Context: an optimization exercise on an open-source flow, tuned for small area and a short achievable clock period. The choices shown serve that exercise and are no tape-out recipe.

==> job 4296: inputs <==
==> flow/design.v <==
package sgbm_cost_pkg;
    localparam int NUM_DISP   = 8;
    localparam int MAX_WIDTH  = 256;
    localparam int COL_BITS   = 8;
    localparam int BORDER_VAL = 63;
    localparam int GRAD_MAX   = 126;
    localparam int PIX_SHIFT  = 2;
    localparam int PIPE_LAT   = 6;
    localparam int COL_W    = 24;
    localparam int PIX_BT_W = 24;
    localparam int GRAD_BT_W = 21;
    localparam int SAMPLE_W = 45;
endpackage
`timescale 1ns/10ps
module bt_pg #(
    parameter int W   = 8,
    parameter bit SUB = 1'b0
) (
    input  logic [W-1:0] a,
    input  logic [W-1:0] b,
    output logic [W-1:0] p,
    output logic [W-1:0] g
);
    if (SUB) begin : g_sub
        assign p = ~(a ^ b);
        assign g = a & ~b;
    end else begin : g_add
        assign p = a ^ b;
        assign g = a & b;
    end
endmodule
module bt_add #(
    parameter int W   = 8,
    parameter bit SUB = 1'b0,
    parameter bit CI  = 1'b0,
    parameter bit SUM = 1'b1,
    parameter int SLO = 0
) (
    input  logic [W-1:0] a,
    input  logic [W-1:0] b,
    output logic [W-1:0] s,
    output logic         co
);
    logic [W-1:0] p;
    logic [W-1:0] g;
    logic [W:0]   c;
    bt_pg #(.W(W), .SUB(SUB)) u_pg (
        .a(a),
        .b(b),
        .p(p),
        .g(g)
    );
    always_comb begin
        logic [W-1:0] gg, pp, ng, np;
        gg    = g;
        pp    = p;
        gg[0] = p[0] ? CI : g[0];
        pp[0] = 1'b0;
        for (int lvl = 0; (1 << lvl) < W; lvl++) begin
            ng = gg;
            np = pp;
            for (int i = 0; i < W; i++) begin
                if (((i >> lvl) & 1) == 1) begin
                    ng[i] = pp[i] ? gg[((i >> lvl) << lvl) - 1] : gg[i];
                    np[i] = pp[i] & pp[((i >> lvl) << lvl) - 1];
                end
            end
            gg = ng;
            pp = np;
        end
        c = {gg, CI};
    end
    assign co = c[W];
    for (genvar i = 0; i < W; i++) begin : g_sum
        assign s[i] = (SUM && i >= SLO) ? (c[i] ? ~p[i] : p[i]) : 1'b0;
    end
endmodule
`timescale 1ns/10ps
module sgbm_bt_cost_top (
    input  logic        clk,
    input  logic        rst,
    input  logic        i_row_start,
    input  logic [7:0]  i_width,
    input  logic [23:0] i_left,
    input  logic [23:0] i_right,
    output logic [63:0] o_cost,
    output logic        o_valid,
    output logic        o_row_done
);
    logic              run;
    logic signed [8:0] rem;
    logic [3:0]        u;
    logic              b_pix;    
    logic              b_grad;   
    always_ff @(posedge clk) begin
        if (rst) begin
            run     <= 1'b0;
            o_valid <= 1'b0;
        end else begin
            if (!run) begin
                run <= i_row_start;
            end else if (rem == -9'sd5) begin
                run <= 1'b0;
            end
            o_valid <= run && (u >= 4'd12) && (rem >= -9'sd4);
        end
    end
    always_ff @(posedge clk) begin
        if (!run) begin
            rem <= $signed({1'b0, i_width});
            u   <= '0;
        end else begin
            rem <= rem - 9'sd1;
            if (u != 4'd15) u <= u + 4'd1;
        end
    end
    assign o_row_done = !run;
    assign b_pix  = !run || (u == 4'd0) || (rem <= 9'sd1);
    assign b_grad = (u <= 4'd2) || (rem <= -9'sd1);
    logic [9:0]  ls_a, ls_b, rs_a, rs_b;
    logic [10:0] le, re;
    logic [9:0]  ls_new, rs_new;
    logic [10:0] le_new, re_new;
    logic [7:0]  lp [0:3];
    logic [7:0]  rp [0:9];
    logic [6:0]  lg [0:1];
    logic [6:0]  rg [0:7];
    logic [6:0]  lg_new, rg_new;    
    bt_front u_lfront (.col(i_left),  .s_prev2(ls_b), .s(ls_new), .e(le_new));
    bt_front u_rfront (.col(i_right), .s_prev2(rs_b), .s(rs_new), .e(re_new));
    function automatic logic [6:0] grad_of(input logic [10:0] e);
        if (!e[10] && (e[9:6] != 4'd0 || e[5:0] == 6'h3f)) grad_of = 7'd126;
        else if (e[10] && e[9:6] != 4'hf)                 grad_of = 7'd0;
        else                                              grad_of = {~e[6], e[5:0]};
    endfunction
    assign lg_new = b_grad ? 7'd63 : grad_of(le);
    assign rg_new = b_grad ? 7'd63 : grad_of(re);
    always_ff @(posedge clk) begin
        ls_a <= ls_new; ls_b <= ls_a;
        rs_a <= rs_new; rs_b <= rs_a;
        le   <= le_new;
        re   <= re_new;
        lp[0] <= b_pix ? 8'd63 : i_left[15:8];
        rp[0] <= b_pix ? 8'd63 : i_right[15:8];
        for (int k = 1; k < 4; k++)  lp[k] <= lp[k-1];
        for (int k = 1; k < 10; k++) rp[k] <= rp[k-1];
        lg[0] <= lg_new;
        rg[0] <= rg_new;
        lg[1] <= lg[0];
        for (int k = 1; k < 8; k++) rg[k] <= rg[k-1];
    end
    function automatic logic [14:0] ud_pix_r(input logic [7:0] l, input logic [7:0] c,
                                             input logic [7:0] r);
        logic [8:0] el, er, emax, emin;
        el   = {1'b0, l} - {1'b0, c};
        er   = {1'b0, r} - {1'b0, c};
        emax = (l < r) ? er : el;
        emin = (l < r) ? el : er;
        ud_pix_r = {emax[8] ? 7'd0 : emax[7:1], emin[8] ? ~emin[8:1] : 8'hff};
    endfunction
    function automatic logic [16:0] ud_pix_l(input logic [7:0] l, input logic [7:0] c,
                                             input logic [7:0] r);
        logic [9:0] c1, fl, fr, gl, gr, f, g;
        c1 = {2'b0, c} + 10'd1;
        fl = c1 - {2'b0, l};
        fr = c1 - {2'b0, r};
        gl = {2'b0, l} + ~c1;
        gr = {2'b0, r} + ~c1;
        f  = (l < r) ? fl : fr;
        g  = (l < r) ? gr : gl;
        ud_pix_l = {f[9] ? 9'd0 : f[9:1], g[9] ? 8'hff : g[8:1]};
    endfunction
    logic [14:0] udp_r_new;
    logic [12:0] udg_r_new;
    logic [16:0] udp_l_new;
    logic [13:0] udg_l_new;
    assign udp_r_new = ud_pix_r(rp[3], rp[2], rp[1]);
    assign udp_l_new = ud_pix_l(lp[3], lp[2], lp[1]);
    logic [7:0] rg_el;
    logic [6:0] rg_er;
    logic       rg_er_c, rg_lr_c;
    assign rg_el = {1'b0, rg[1]} - {1'b0, rg[0]};
    bt_add #(.W(7), .SUB(1'b1), .CI(1'b1)) u_rg_er (.a(rg_new), .b(rg[0]), .s(rg_er), .co(rg_er_c));
    bt_add #(.W(7), .SUB(1'b1), .CI(1'b1), .SUM(1'b0)) u_rg_lr (.a(rg[1]), .b(rg_new), .s(), .co(rg_lr_c));
    always_comb begin
        logic [7:0] er, emax, emin;
        er   = {~rg_er_c, rg_er};
        emax = !rg_lr_c ? er : rg_el;
        emin = !rg_lr_c ? rg_el : er;
        udg_r_new = {emax[7] ? 6'd0 : emax[6:1], emin[7] ? ~emin[7:1] : 7'h7f};
    end
    logic [7:0] lg_c1;
    logic [8:0] lg_fl, lg_gl;
    logic [7:0] lg_fr, lg_gr;
    logic       lg_fr_c, lg_gr_c, lg_lr_c;
    assign lg_c1 = {1'b0, lg[0]} + 8'd1;
    assign lg_fl = {1'b0, lg_c1} - {2'b0, lg[1]};
    assign lg_gl = {2'b0, lg[1]} + ~{1'b0, lg_c1};
    bt_add #(.W(8), .SUB(1'b1), .CI(1'b1)) u_lg_fr (.a(lg_c1), .b({1'b0, lg_new}), .s(lg_fr), .co(lg_fr_c));
    bt_add #(.W(8), .SUB(1'b1), .CI(1'b0)) u_lg_gr (.a({1'b0, lg_new}), .b(lg_c1), .s(lg_gr), .co(lg_gr_c));
    bt_add #(.W(7), .SUB(1'b1), .CI(1'b1), .SUM(1'b0)) u_lg_lr (.a(lg[1]), .b(lg_new), .s(), .co(lg_lr_c));
    always_comb begin
        logic [8:0] f, g;
        f = !lg_lr_c ? lg_fl : {~lg_fr_c, lg_fr};
        g = !lg_lr_c ? {~lg_gr_c, lg_gr} : lg_gl;
        udg_l_new = {f[8] ? 7'd0 : f[7:1], g[8] ? 7'h7f : g[7:1]};
    end
    logic [16:0] udp_l;
    logic [13:0] udg_l;
    logic [14:0] udp_r [0:7];    
    logic [12:0] udg_r [0:7];
    logic [7:0]  dp [0:7];
    logic        np [0:7];
    logic [6:0]  dg [0:7];
    logic        ng [0:7];
    always_ff @(posedge clk) begin
        logic [8:0] tp;
        logic [7:0] tg;
        udp_l    <= udp_l_new;
        udg_l    <= udg_l_new;
        udp_r[0] <= udp_r_new;
        udg_r[0] <= udg_r_new;
        for (int k = 1; k < 8; k++) begin
            udp_r[k] <= udp_r[k-1];
            udg_r[k] <= udg_r[k-1];
        end
        for (int d = 0; d < 8; d++) begin
            tp    = {1'b0, lp[2]} - {1'b0, rp[2+d]};
            np[d] <= tp[8];
            dp[d] <= tp[7:0] ^ {8{tp[8]}};
            tg    = {1'b0, lg[0]} - {1'b0, rg[d]};
            ng[d] <= tg[7];
            dg[d] <= tg[6:0] ^ {7{tg[7]}};
        end
    end
    logic [6:0] rp_q [0:7];    
    logic [7:0] rg_q [0:7];    
    for (genvar d = 0; d < 8; d++) begin : g_disp
        logic [8:0] ap, bp, mp;
        logic       bp_ge_ap;
        logic [7:0] rpv;
        logic       rpv_c;
        assign ap = np[d] ? {udp_r[d][7], udp_r[d][7:0]} : {2'b0, udp_r[d][14:8]};
        assign bp = np[d] ? {udp_l[7], udp_l[7:0]} : udp_l[16:8];
        bt_add #(.W(9), .SUB(1'b1), .CI(1'b1), .SUM(1'b0)) u_cp (
            .a({~bp[8], bp[7:0]}), .b({~ap[8], ap[7:0]}), .s(), .co(bp_ge_ap));
        assign mp = bp_ge_ap ? bp : ap;
        bt_add #(.W(8), .SUB(1'b1), .CI(1'b1), .SLO(2)) u_rp (
            .a(dp[d]), .b(mp[7:0]), .s(rpv), .co(rpv_c));
        logic [6:0] ag, bg, mg;
        logic       bg_ge_ag;
        logic [6:0] rgv;
        logic       rgv_c;
        assign ag = ng[d] ? udg_r[d][6:0] : {1'b0, udg_r[d][12:7]};
        assign bg = ng[d] ? udg_l[6:0] : udg_l[13:7];
        bt_add #(.W(7), .SUB(1'b1), .CI(1'b1), .SUM(1'b0)) u_cg (
            .a({~bg[6], bg[5:0]}), .b({~ag[6], ag[5:0]}), .s(), .co(bg_ge_ag));
        assign mg = bg_ge_ag ? bg : ag;
        bt_add #(.W(7), .SUB(1'b1), .CI(1'b1)) u_rg (
            .a(dg[d]), .b(mg), .s(rgv), .co(rgv_c));
        always_ff @(posedge clk) begin
            rp_q[d] <= {~mp[8] & ~rpv_c, rpv[7:2]};
            rg_q[d] <= {~mg[6] & ~rgv_c, rgv};
        end
        always_ff @(posedge clk) begin
            o_cost[8*d +: 8] <= {2'b0, rp_q[d][6] ? 6'd0 : rp_q[d][5:0]} +
                                {1'b0, rg_q[d][7] ? 7'd0 : rg_q[d][6:0]};
        end
    end
endmodule
module bt_front (
    input  logic [23:0] col,
    input  logic [9:0]  s_prev2,
    output logic [9:0]  s,
    output logic [10:0] e
);
    logic [9:0]  x0, y0, x1, y1;
    logic [10:0] ex, ey, nz;
    logic [9:0]  a, b, c2;
    logic [10:0] s_full;
    logic        s_co, e_co;
    assign a  = {2'b0, col[23:16]};
    assign c2 = {1'b0, col[15:8], 1'b0};
    assign b  = {2'b0, col[7:0]};
    assign x0 = a ^ c2 ^ b;
    assign y0 = {((a[8:0] & c2[8:0]) | (a[8:0] & b[8:0]) | (c2[8:0] & b[8:0])), 1'b0};
    assign nz = ~{1'b0, s_prev2};
    assign ex = {1'b0, x0} ^ {1'b0, y0} ^ nz;
    assign ey = {(({1'b0, x0[9:0]} & {1'b0, y0[9:0]}) | ({1'b0, x0[9:0]} & nz[10:0]) |
                  ({1'b0, y0[9:0]} & nz[10:0]))} << 1;
    bt_add #(.W(10), .SUB(1'b0), .CI(1'b0)) u_s (.a(x0), .b(y0), .s(s), .co(s_co));
    bt_add #(.W(11), .SUB(1'b0), .CI(1'b0)) u_e (.a(ex), .b(ey), .s(e), .co(e_co));
endmodule
==> flow/run.sh <==
#!/bin/bash
# synth_recipe.tcl (not shown) runs the flow's synth.tcl, then flattens the netlist and writes it again
# the make line also repeats each setting of config.mk as NAME=value (left out here)
make -C /OpenROAD-flow-scripts/flow DESIGN_CONFIG=/design/flow/config.mk WORK_HOME=/design/flow/orfs CLKGATE_MAP_FILE= SYNTH_SCRIPT=/design/flow/synth_recipe.tcl finish
==> flow/config.mk <==
export PLATFORM = sky130hd
export DESIGN_NAME = sgbm_bt_cost_top
export DESIGN_NICKNAME = sgbm_bt_cost_top
export VERILOG_FILES = /design/flow/design.v
export SDC_FILE = /design/flow/constraint.sdc
export NUM_CORES = 4
export LEC_CHECK = 0
export CAP_MARGIN = 20
export CORE_MARGIN = 2
export CORE_UTILIZATION = 40
export SETUP_SLACK_MARGIN = 4.5
export SLEW_MARGIN = 20
export SYNTH_HIERARCHICAL = 1
==> flow/constraint.sdc <==
create_clock -name core_clock -period 8.0 [get_ports {clk}]
set_input_delay 1.6000 -clock core_clock [delete_from_list [all_inputs] [get_ports {clk}]]
set_output_delay 1.6000 -clock core_clock [all_outputs]
set_load 0.01 [all_outputs]
==> job 7658 (differences from job 4296) <==
==> flow/design.v, changed modules only <==
module sgbm_bt_cost_top (
    input  logic        clk,
    input  logic        rst,
    input  logic        i_row_start,
    input  logic [7:0]  i_width,
    input  logic [23:0] i_left,
    input  logic [23:0] i_right,
    output logic [63:0] o_cost,
    output logic        o_valid,
    output logic        o_row_done
);
    logic              run;
    logic signed [8:0] rem;
    logic [3:0]        u;
    logic              b_pix;    
    logic              b_grad;   
    always_ff @(posedge clk) begin
        if (rst) begin
            run     <= 1'b0;
            o_valid <= 1'b0;
        end else begin
            if (!run) begin
                run <= i_row_start;
            end else if (rem == -9'sd5) begin
                run <= 1'b0;
            end
            o_valid <= run && (u >= 4'd12) && (rem >= -9'sd4);
        end
    end
    always_ff @(posedge clk) begin
        if (!run) begin
            rem <= $signed({1'b0, i_width});
            u   <= '0;
        end else begin
            rem <= rem - 9'sd1;
            if (u != 4'd15) u <= u + 4'd1;
        end
    end
    assign o_row_done = !run;
    assign b_pix  = !run || (u == 4'd0) || (rem <= 9'sd1);
    always_ff @(posedge clk) begin
        b_grad <= !run || (u <= 4'd1) || (rem <= 9'sd0);
    end
    logic [9:0]  ls_a, ls_b, rs_a, rs_b;
    logic [10:0] le, re;
    logic [9:0]  ls_new, rs_new;
    logic [10:0] le_new, re_new;
    logic [7:0]  lp [0:3];
    logic [7:0]  rp [0:9];
    logic [6:0]  lg [0:1];
    logic [6:0]  rg [0:7];
    logic [6:0]  lg_new, rg_new;    
    bt_front u_lfront (.col(i_left),  .s_prev2(ls_b), .s(ls_new), .e(le_new));
    bt_front u_rfront (.col(i_right), .s_prev2(rs_b), .s(rs_new), .e(re_new));
    function automatic logic [6:0] grad_of(input logic [10:0] e);
        if (!e[10] && (e[9:6] != 4'd0 || e[5:0] == 6'h3f)) grad_of = 7'd126;
        else if (e[10] && e[9:6] != 4'hf)                 grad_of = 7'd0;
        else                                              grad_of = {~e[6], e[5:0]};
    endfunction
    assign lg_new = b_grad ? 7'd63 : grad_of(le);
    assign rg_new = b_grad ? 7'd63 : grad_of(re);
    always_ff @(posedge clk) begin
        ls_a <= ls_new; ls_b <= ls_a;
        rs_a <= rs_new; rs_b <= rs_a;
        le   <= le_new;
        re   <= re_new;
        lp[0] <= b_pix ? 8'd63 : i_left[15:8];
        rp[0] <= b_pix ? 8'd63 : i_right[15:8];
        for (int k = 1; k < 4; k++)  lp[k] <= lp[k-1];
        for (int k = 1; k < 10; k++) rp[k] <= rp[k-1];
        lg[0] <= lg_new;
        rg[0] <= rg_new;
        lg[1] <= lg[0];
        for (int k = 1; k < 8; k++) rg[k] <= rg[k-1];
    end
    function automatic logic [14:0] ud_pix_r(input logic [7:0] l, input logic [7:0] c,
                                             input logic [7:0] r);
        logic [8:0] el, er, emax, emin;
        el   = {1'b0, l} - {1'b0, c};
        er   = {1'b0, r} - {1'b0, c};
        emax = (l < r) ? er : el;
        emin = (l < r) ? el : er;
        ud_pix_r = {emax[8] ? 7'd0 : emax[7:1], emin[8] ? ~emin[8:1] : 8'hff};
    endfunction
    function automatic logic [16:0] ud_pix_l(input logic [7:0] l, input logic [7:0] c,
                                             input logic [7:0] r);
        logic [9:0] c1, fl, fr, gl, gr, f, g;
        c1 = {2'b0, c} + 10'd1;
        fl = c1 - {2'b0, l};
        fr = c1 - {2'b0, r};
        gl = {2'b0, l} + ~c1;
        gr = {2'b0, r} + ~c1;
        f  = (l < r) ? fl : fr;
        g  = (l < r) ? gr : gl;
        ud_pix_l = {f[9] ? 9'd0 : f[9:1], g[9] ? 8'hff : g[8:1]};
    endfunction
    logic [14:0] udp_r_new;
    logic [12:0] udg_r_new;
    logic [16:0] udp_l_new;
    logic [13:0] udg_l_new;
    assign udp_r_new = ud_pix_r(rp[3], rp[2], rp[1]);
    assign udp_l_new = ud_pix_l(lp[3], lp[2], lp[1]);
    logic [7:0] rg_el;
    logic [6:0] rg_er;
    logic       rg_er_c, rg_lr_c;
    assign rg_el = {1'b0, rg[1]} - {1'b0, rg[0]};
    bt_add #(.W(7), .SUB(1'b0), .CI(1'b1)) u_rg_er (.a(rg_new), .b(~rg[0]), .s(rg_er), .co(rg_er_c));
    bt_add #(.W(7), .SUB(1'b0), .CI(1'b1), .SUM(1'b0)) u_rg_lr (.a(rg[1]), .b(~rg_new), .s(), .co(rg_lr_c));
    always_comb begin
        logic [7:0] er, emax, emin;
        er   = {~rg_er_c, rg_er};
        emax = !rg_lr_c ? er : rg_el;
        emin = !rg_lr_c ? rg_el : er;
        udg_r_new = {emax[7] ? 6'd0 : emax[6:1], emin[7] ? ~emin[7:1] : 7'h7f};
    end
    logic [7:0] lg_c1;
    logic [8:0] lg_fl, lg_gl;
    logic [7:0] lg_fr, lg_gr;
    logic       lg_fr_c, lg_gr_c, lg_lr_c;
    assign lg_c1 = {1'b0, lg[0]} + 8'd1;
    assign lg_fl = {1'b0, lg_c1} - {2'b0, lg[1]};
    assign lg_gl = {2'b0, lg[1]} + ~{1'b0, lg_c1};
    bt_add #(.W(8), .SUB(1'b0), .CI(1'b1)) u_lg_fr (.a(lg_c1), .b(~{1'b0, lg_new}), .s(lg_fr), .co(lg_fr_c));
    bt_add #(.W(8), .SUB(1'b0), .CI(1'b0)) u_lg_gr (.a({1'b0, lg_new}), .b(~lg_c1), .s(lg_gr), .co(lg_gr_c));
    bt_add #(.W(7), .SUB(1'b0), .CI(1'b1), .SUM(1'b0)) u_lg_lr (.a(lg[1]), .b(~lg_new), .s(), .co(lg_lr_c));
    always_comb begin
        logic [8:0] f, g;
        f = !lg_lr_c ? lg_fl : {~lg_fr_c, lg_fr};
        g = !lg_lr_c ? {~lg_gr_c, lg_gr} : lg_gl;
        udg_l_new = {f[8] ? 7'd0 : f[7:1], g[8] ? 7'h7f : g[7:1]};
    end
    logic [16:0] udp_l;
    logic [13:0] udg_l;
    logic [14:0] udp_r [0:7];    
    logic [12:0] udg_r [0:7];
    logic [7:0]  dp [0:7];
    logic        np [0:7];
    logic [6:0]  dg [0:7];
    logic        ng [0:7];
    always_ff @(posedge clk) begin
        logic [8:0] tp;
        logic [7:0] tg;
        udp_l    <= udp_l_new;
        udg_l    <= udg_l_new;
        udp_r[0] <= udp_r_new;
        udg_r[0] <= udg_r_new;
        for (int k = 1; k < 8; k++) begin
            udp_r[k] <= udp_r[k-1];
            udg_r[k] <= udg_r[k-1];
        end
        for (int d = 0; d < 8; d++) begin
            tp    = {1'b0, lp[2]} - {1'b0, rp[2+d]};
            np[d] <= tp[8];
            dp[d] <= tp[7:0] ^ {8{tp[8]}};
            tg    = {1'b0, lg[0]} - {1'b0, rg[d]};
            ng[d] <= tg[7];
            dg[d] <= tg[6:0] ^ {7{tg[7]}};
        end
    end
    logic [6:0] rp_q [0:7];    
    logic [7:0] rg_q [0:7];    
    for (genvar d = 0; d < 8; d++) begin : g_disp
        logic [8:0] ap, bp, mp;
        logic       bp_ge_ap;
        logic [7:0] rpv;
        logic       rpv_c;
        assign ap = np[d] ? {udp_r[d][7], udp_r[d][7:0]} : {2'b0, udp_r[d][14:8]};
        assign bp = np[d] ? {udp_l[7], udp_l[7:0]} : udp_l[16:8];
        bt_add #(.W(9), .SUB(1'b0), .CI(1'b1), .SUM(1'b0)) u_cp (
            .a({~bp[8], bp[7:0]}), .b({ap[8], ~ap[7:0]}), .s(), .co(bp_ge_ap));
        assign mp = bp_ge_ap ? bp : ap;
        bt_add #(.W(8), .SUB(1'b0), .CI(1'b1), .SLO(2)) u_rp (
            .a(dp[d]), .b(~mp[7:0]), .s(rpv), .co(rpv_c));
        logic [6:0] ag, bg, mg;
        logic       bg_ge_ag;
        logic [6:0] rgv;
        logic       rgv_c;
        assign ag = ng[d] ? udg_r[d][6:0] : {1'b0, udg_r[d][12:7]};
        assign bg = ng[d] ? udg_l[6:0] : udg_l[13:7];
        bt_add #(.W(7), .SUB(1'b0), .CI(1'b1), .SUM(1'b0)) u_cg (
            .a({~bg[6], bg[5:0]}), .b({ag[6], ~ag[5:0]}), .s(), .co(bg_ge_ag));
        assign mg = bg_ge_ag ? bg : ag;
        bt_add #(.W(7), .SUB(1'b0), .CI(1'b1)) u_rg (
            .a(dg[d]), .b(~mg), .s(rgv), .co(rgv_c));
        always_ff @(posedge clk) begin
            rp_q[d] <= {~mp[8] & ~rpv_c, rpv[7:2]};
            rg_q[d] <= {~mg[6] & ~rgv_c, rgv};
        end
        always_ff @(posedge clk) begin
            o_cost[8*d +: 8] <= {2'b0, rp_q[d][6] ? 6'd0 : rp_q[d][5:0]} +
                                {1'b0, rg_q[d][7] ? 7'd0 : rg_q[d][6:0]};
        end
    end
endmodule
--- a/flow/config.mk
+++ b/flow/config.mk
@@ -8,6 +8,6 @@
 export CAP_MARGIN = 20
 export CORE_MARGIN = 2
-export CORE_UTILIZATION = 40
-export SETUP_SLACK_MARGIN = 4.5
+export CORE_UTILIZATION = 60
+export SETUP_SLACK_MARGIN = 4.25
 export SLEW_MARGIN = 20
 export SYNTH_HIERARCHICAL = 1
==> notes <==
Worst hold slack: job 7658 is better than job 4296 (0.0039 ns).
In job 7658 the routed wire length is lower than in job 4296, by 7.3%.
In job 4296 the register-to-register slack is higher than in job 7658, by 0.16 ns.
No run of this note included a check of the RTL's function; only the layout flow was run.

==> what the ideal ports hide <==
In the flow no input, the clock included, has a driving cell. The finished layouts below were timed again as built, in two steps.
Step 1, drivers: a clkbuf_16 drives clk and a buf_2 each remaining input, both assumed.
Step 2 also shifts input and output timing later by t, the mid clock arrival at the registers, as if the neighbouring blocks saw the same clock.
a / b / c = ideal / step 1 / step 2; a / b = the first two.
| run | shift t [ns] | setup slack, ns | hold slack, ns | worst setup path at the end | latest minus earliest clock arrival (ns) |
|---|---|---|---|---|---|
| job 4296 | 0.736 | 4.325 / 4.325 / 3.851 | 0.318 / 0.318 / 0.318 | input to register | 0.027 / 0.027 |
| job 7658 | 0.704 | 4.164 / 4.164 / 3.642 | 0.322 / 0.322 / 0.322 | input to register | 0.032 / 0.033 |
After both steps setup and hold are still met in every run listed. The setup slack of job 7658, which loses most, moves by 0.000 ns with the drivers and by -0.522 ns with both steps.
